Context: an optimization exercise on an open-source flow, tuned for small area and a short achievable clock period. The choices shown serve that exercise and are no tape-out recipe.

## latency_histogram_counters_top
module latency_histogram_counters_top (
  input  logic                  clk_i,
  input  logic                  rst_ni,
  input  logic                  cfg_we_i,
  input  logic [lhc_pkg::CFG_IDX_W-1:0]  cfg_index_i,
  input  logic [lhc_pkg::CFG_DATA_W-1:0] cfg_wdata_i,
  input  logic                  in_valid_i,
  output logic                  in_stall_o,
  input  logic [lhc_pkg::IN_BEAT_W-1:0]  in_beat_i,
  output logic                  out_valid_o,
  input  logic                  out_stall_i,
  output logic [lhc_pkg::OUT_BEAT_W-1:0] out_beat_o
);
  logic accept, load, last;
  logic [lhc_pkg::IDX_W-1:0] load_idx, out_idx;
  logic [lhc_pkg::CNT_W-1:0] out_value;
  lhc_ctrl u_ctrl (
    .clk_i       (clk_i),
    .rst_ni      (rst_ni),
    .in_valid_i  (in_valid_i),
    .command_i   (in_beat_i[18:16]),
    .in_stall_o  (in_stall_o),
    .accept_o    (accept),
    .out_stall_i (out_stall_i),
    .out_valid_o (out_valid_o),
    .load_o      (load),
    .load_idx_o  (load_idx),
    .out_idx_o   (out_idx),
    .out_last_o  (last)
  );
  lhc_dp u_dp (
    .clk_i       (clk_i),
    .rst_ni      (rst_ni),
  ...
Size in the first run: ~2400 cells after synthesis, roughly 460 flip-flops, ~70 I/O pins, ~25000 µm² of cells after synthesis.
make LEC_CHECK=0 ABC_CLOCK_PERIOD_IN_PS=2300 CAP_MARGIN=20 CORE_MARGIN=2 CORE_UTILIZATION=40 SETUP_SLACK_MARGIN=3.7 SLEW_MARGIN=20 finish   # period 6.0 ns
run.sh (not shown) runs the stock make flow with config.mk's settings and CLKGATE_MAP_FILE= SYNTH_SCRIPT=/design/flow/synth_recipe.tcl, a recipe that flattens the netlist after the stock synthesis.
The starting point went through all stages and came out clean.
Then changed:
--- a/flow/config.mk
+++ b/flow/config.mk
@@ -7,3 +7,2 @@
 export LEC_CHECK = 0
-export ABC_CLOCK_PERIOD_IN_PS = 2300
 export CAP_MARGIN = 20
@@ -11,3 +10,2 @@
 export CORE_UTILIZATION = 40
-export SETUP_SLACK_MARGIN = 3.7
 export SLEW_MARGIN = 20
The new run passed the timing, DRC and antenna checks.
Setup slack got worse by 1600 ps.
Synthesized area is unchanged.
Core utilization came out lower by 4.2 points.
Clock skew came out lower by 24 ps.
Maximum frequency came out lower by 36%.
Final area came out lower by 8.4%.
No run of this note included a check of the RTL's function; only the layout flow was run.

* * *

The RTL this note starts from:
==> flow/design.v <==
package lhc_pkg;
  localparam int unsigned LIMIT_REGS = 7;
  localparam int unsigned CFG_IDX_W  = 3;
  localparam int unsigned CFG_DATA_W = 16;
  localparam int unsigned DUR_W      = 16;
  localparam int unsigned CNT_W      = 20;
  localparam int unsigned IDX_W      = 4;
  localparam logic [LIMIT_REGS*DUR_W-1:0] LIMIT_RESET = {
    16'd50000, 16'd20000, 16'd10000, 16'd5000,
    16'd2500, 16'd1000, 16'd500
  };
  localparam int unsigned IN_BEAT_W  = 3 + DUR_W;
  localparam int unsigned OUT_BEAT_W = IDX_W + CNT_W + 1;
  localparam int unsigned NUM_RESULTS = 14;
  localparam logic [2:0] CMD_RECORD   = 3'd0;
  localparam logic [2:0] CMD_TIMEOUT  = 3'd1;
  localparam logic [2:0] CMD_USER     = 3'd2;
  localparam logic [2:0] CMD_OVERFLOW = 3'd3;
  localparam logic [2:0] CMD_SNAPSHOT = 3'd4;
endpackage
module lhc_ctrl (
  input  logic       clk_i,
  input  logic       rst_ni,
  input  logic       in_valid_i,
  input  logic [2:0] command_i,
  output logic       in_stall_o,
  output logic       accept_o,
  input  logic       out_stall_i,
  output logic       out_valid_o,
  output logic       load_o,
  output logic [lhc_pkg::IDX_W-1:0] load_idx_o,
  output logic [lhc_pkg::IDX_W-1:0] out_idx_o,
  output logic       out_last_o
);
  localparam logic [lhc_pkg::IDX_W-1:0] LAST_IDX = lhc_pkg::IDX_W'(lhc_pkg::NUM_RESULTS - 1);
  logic dump_q, out_valid_q, last_q;
  logic [lhc_pkg::IDX_W-1:0] idx_q, oidx_q;
  logic snap, load, is_last;
  assign in_stall_o = dump_q;
  assign accept_o   = in_valid_i & ~dump_q;
  assign snap       = accept_o & (command_i == lhc_pkg::CMD_SNAPSHOT);
  assign load       = dump_q & (~out_valid_q | ~out_stall_i);
  assign is_last    = (idx_q == LAST_IDX);
  always_ff @(posedge clk_i or negedge rst_ni) begin
    if (!rst_ni) begin
      dump_q      <= 1'b0;
      out_valid_q <= 1'b0;
      idx_q       <= '0;
    end else begin
      dump_q      <= snap | (dump_q & ~(load & is_last));
      out_valid_q <= load | (out_valid_q & out_stall_i);
      if (load) idx_q <= is_last ? '0 : idx_q + 1'b1;
    end
  end
  always_ff @(posedge clk_i) begin
    if (load) begin
      oidx_q <= idx_q;
      last_q <= is_last;
    end
  end
  assign load_o      = load;
  assign load_idx_o  = idx_q;
  assign out_valid_o = out_valid_q;
  assign out_idx_o   = oidx_q;
  assign out_last_o  = last_q;
endmodule
module lhc_dp (
  input  logic                  clk_i,
  input  logic                  rst_ni,
  input  logic                  cfg_we_i,
  input  logic [lhc_pkg::CFG_IDX_W-1:0]  cfg_index_i,
  input  logic [lhc_pkg::CFG_DATA_W-1:0] cfg_wdata_i,
  input  logic                  accept_i,
  input  logic [2:0]            command_i,
  input  logic [lhc_pkg::DUR_W-1:0] duration_i,
  input  logic                  load_i,
  input  logic [lhc_pkg::IDX_W-1:0] load_idx_i,
  output logic [lhc_pkg::CNT_W-1:0] out_value_o
);
  localparam int unsigned DUR_W = lhc_pkg::DUR_W;
  localparam int unsigned CNT_W = lhc_pkg::CNT_W;
  localparam int unsigned NLIM  = lhc_pkg::LIMIT_REGS;
  function automatic logic [CNT_W-1:0] cnt_inc(input logic [CNT_W-1:0] q, input logic en);
    logic [CNT_W-1:0] ones;
    ones[0] = 1'b1;
    for (int i = 1; i < CNT_W; i++) ones[i] = ones[i-1] & q[i-1];
    cnt_inc = q ^ ({CNT_W{en}} & ones);
  endfunction
  logic             rec_a, tmo_a, usr_a, ovf_a, cwe_a;
  logic [DUR_W-1:0] dur_a, cdat_a;
  logic [2:0]       cidx_a;
  always_ff @(posedge clk_i or negedge rst_ni) begin
    if (!rst_ni) begin
      rec_a <= 1'b0;
      tmo_a <= 1'b0;
      usr_a <= 1'b0;
      ovf_a <= 1'b0;
      cwe_a <= 1'b0;
    end else begin
      rec_a <= accept_i & (command_i == lhc_pkg::CMD_RECORD);
      tmo_a <= accept_i & (command_i == lhc_pkg::CMD_TIMEOUT);
      usr_a <= accept_i & (command_i == lhc_pkg::CMD_USER);
      ovf_a <= accept_i & (command_i == lhc_pkg::CMD_OVERFLOW);
      cwe_a <= cfg_we_i & (cfg_index_i != 3'd7);
    end
  end
  always_ff @(posedge clk_i) begin
    dur_a  <= duration_i;
    cidx_a <= cfg_index_i;
    cdat_a <= cfg_wdata_i;
  end
  logic [DUR_W-1:0] limit_q [NLIM];
  always_ff @(posedge clk_i or negedge rst_ni) begin
    if (!rst_ni) begin
      for (int i = 0; i < NLIM; i++) begin
        limit_q[i] <= lhc_pkg::LIMIT_RESET[i*DUR_W +: DUR_W];
      end
    end else if (cwe_a) begin
      limit_q[cidx_a] <= cdat_a;
    end
  end
  logic [7:0] hit, hit_b;
  always_comb begin
    logic none;
    none = rec_a;
    for (int i = 0; i < NLIM; i++) begin
      hit[i] = none & (dur_a <= limit_q[i]);
      none   = none & ~(dur_a <= limit_q[i]);
    end
    hit[7] = none;
  end
  always_ff @(posedge clk_i or negedge rst_ni) begin
    if (!rst_ni) hit_b <= '0;
    else         hit_b <= hit;
  end
  logic [CNT_W-1:0] sample_q, total_q, timeout_q, user_q, ovfc_q;
  logic [DUR_W-1:0] peak_q;
  logic [CNT_W-1:0] bin_q [8];
  always_ff @(posedge clk_i or negedge rst_ni) begin
    if (!rst_ni) begin
      sample_q  <= '0;
      total_q   <= '0;
      peak_q    <= '0;
      timeout_q <= '0;
      user_q    <= '0;
      ovfc_q    <= '0;
      for (int i = 0; i < 8; i++) bin_q[i] <= '0;
    end else begin
      sample_q  <= cnt_inc(sample_q, rec_a);
      timeout_q <= cnt_inc(timeout_q, tmo_a);
      user_q    <= cnt_inc(user_q, usr_a);
      ovfc_q    <= cnt_inc(ovfc_q, ovf_a);
      for (int i = 0; i < 8; i++) bin_q[i] <= cnt_inc(bin_q[i], hit_b[i]);
      if (rec_a) begin
        total_q <= total_q + CNT_W'(dur_a);
        if (dur_a > peak_q) peak_q <= dur_a;
      end
    end
  end
  logic [CNT_W-1:0] snap_val;
  always_comb begin
    case (load_idx_i)
      4'd0:    snap_val = sample_q;
      4'd1:    snap_val = total_q;
      4'd2:    snap_val = CNT_W'(peak_q);
      4'd3:    snap_val = bin_q[0];
      4'd4:    snap_val = bin_q[1];
      4'd5:    snap_val = bin_q[2];
      4'd6:    snap_val = bin_q[3];
      4'd7:    snap_val = bin_q[4];
      4'd8:    snap_val = bin_q[5];
      4'd9:    snap_val = bin_q[6];
      4'd10:   snap_val = bin_q[7];
      4'd11:   snap_val = timeout_q;
      4'd12:   snap_val = user_q;
      default: snap_val = ovfc_q;
    endcase
  end
  always_ff @(posedge clk_i) begin
    if (load_i) out_value_o <= snap_val;
  end
endmodule
module latency_histogram_counters_top (
  input  logic                  clk_i,
  input  logic                  rst_ni,
  input  logic                  cfg_we_i,
  input  logic [lhc_pkg::CFG_IDX_W-1:0]  cfg_index_i,
  input  logic [lhc_pkg::CFG_DATA_W-1:0] cfg_wdata_i,
  input  logic                  in_valid_i,
  output logic                  in_stall_o,
  input  logic [lhc_pkg::IN_BEAT_W-1:0]  in_beat_i,
  output logic                  out_valid_o,
  input  logic                  out_stall_i,
  output logic [lhc_pkg::OUT_BEAT_W-1:0] out_beat_o
);
  logic accept, load, last;
  logic [lhc_pkg::IDX_W-1:0] load_idx, out_idx;
  logic [lhc_pkg::CNT_W-1:0] out_value;
  lhc_ctrl u_ctrl (
    .clk_i       (clk_i),
    .rst_ni      (rst_ni),
    .in_valid_i  (in_valid_i),
    .command_i   (in_beat_i[18:16]),
    .in_stall_o  (in_stall_o),
    .accept_o    (accept),
    .out_stall_i (out_stall_i),
    .out_valid_o (out_valid_o),
    .load_o      (load),
    .load_idx_o  (load_idx),
    .out_idx_o   (out_idx),
    .out_last_o  (last)
  );
  lhc_dp u_dp (
    .clk_i       (clk_i),
    .rst_ni      (rst_ni),
    .cfg_we_i    (cfg_we_i),
    .cfg_index_i (cfg_index_i),
    .cfg_wdata_i (cfg_wdata_i),
    .accept_i    (accept),
    .command_i   (in_beat_i[18:16]),
    .duration_i  (in_beat_i[15:0]),
    .load_i      (load),
    .load_idx_i  (load_idx),
    .out_value_o (out_value)
  );
  assign out_beat_o = {out_idx, out_value, last};
endmodule
clock: 6.0 ns
lec_check: 0
cap_margin: 20
core_margin: 2
core_utilization: 40
setup_slack_margin: 3.6
slew_margin: 20
The starting point passed the timing, DRC and antenna checks.
Edit:
CTS_BUF_LIST = sky130_fd_sc_hd__clkbuf_16   (was not set)
CTS_CLUSTER_DIAMETER = 80   (was not set)
CTS_CLUSTER_SIZE = 30   (was not set)
Effect: Final area shrinks by a few percent. Clock-buffer cell count falls by 53. Cell count went down slightly. Routed wire length goes down slightly.
No run of this note included a check of the RTL's function; only the layout flow was run.

-- what the ideal ports hide --
No port has a modelled driver above. Below, the same layouts with a new extraction and two added sets of constraints. Step 1, drivers: a clkbuf_16 drives clk_i and a buf_2 each remaining input, both assumed. Step 2 times the ports against the registers' clock, not the clock port: input delays grow and output delays shrink by t, the midpoint of the rising clock arrivals with the driver on. Slacks: no drivers / after step 1 / after step 2; pairs: no drivers / after step 1.
run | shift t [ns] | setup WS [ns] | hold WS [ns]
the first run of note 1 | 0.665 | 3.272 / 3.272 / 3.163 | 0.474 / 0.474 / 0.474
the second run of note 1 | 0.673 | 1.706 / 1.706 / 1.706 | 0.442 / 0.433 / 0.474
the first run of note 2 | 0.655 | 3.468 / 3.468 / 3.139 | 0.475 / 0.475 / 0.475
the second run of note 2 | 0.659 | 3.463 / 3.463 / 3.188 | 0.482 / 0.482 / 0.482
After both steps setup and hold are still met in every run listed. For the first run of note 2, which loses most, drivers alone change the setup slack by 0.000 ns; drivers and shift together by -0.329 ns.
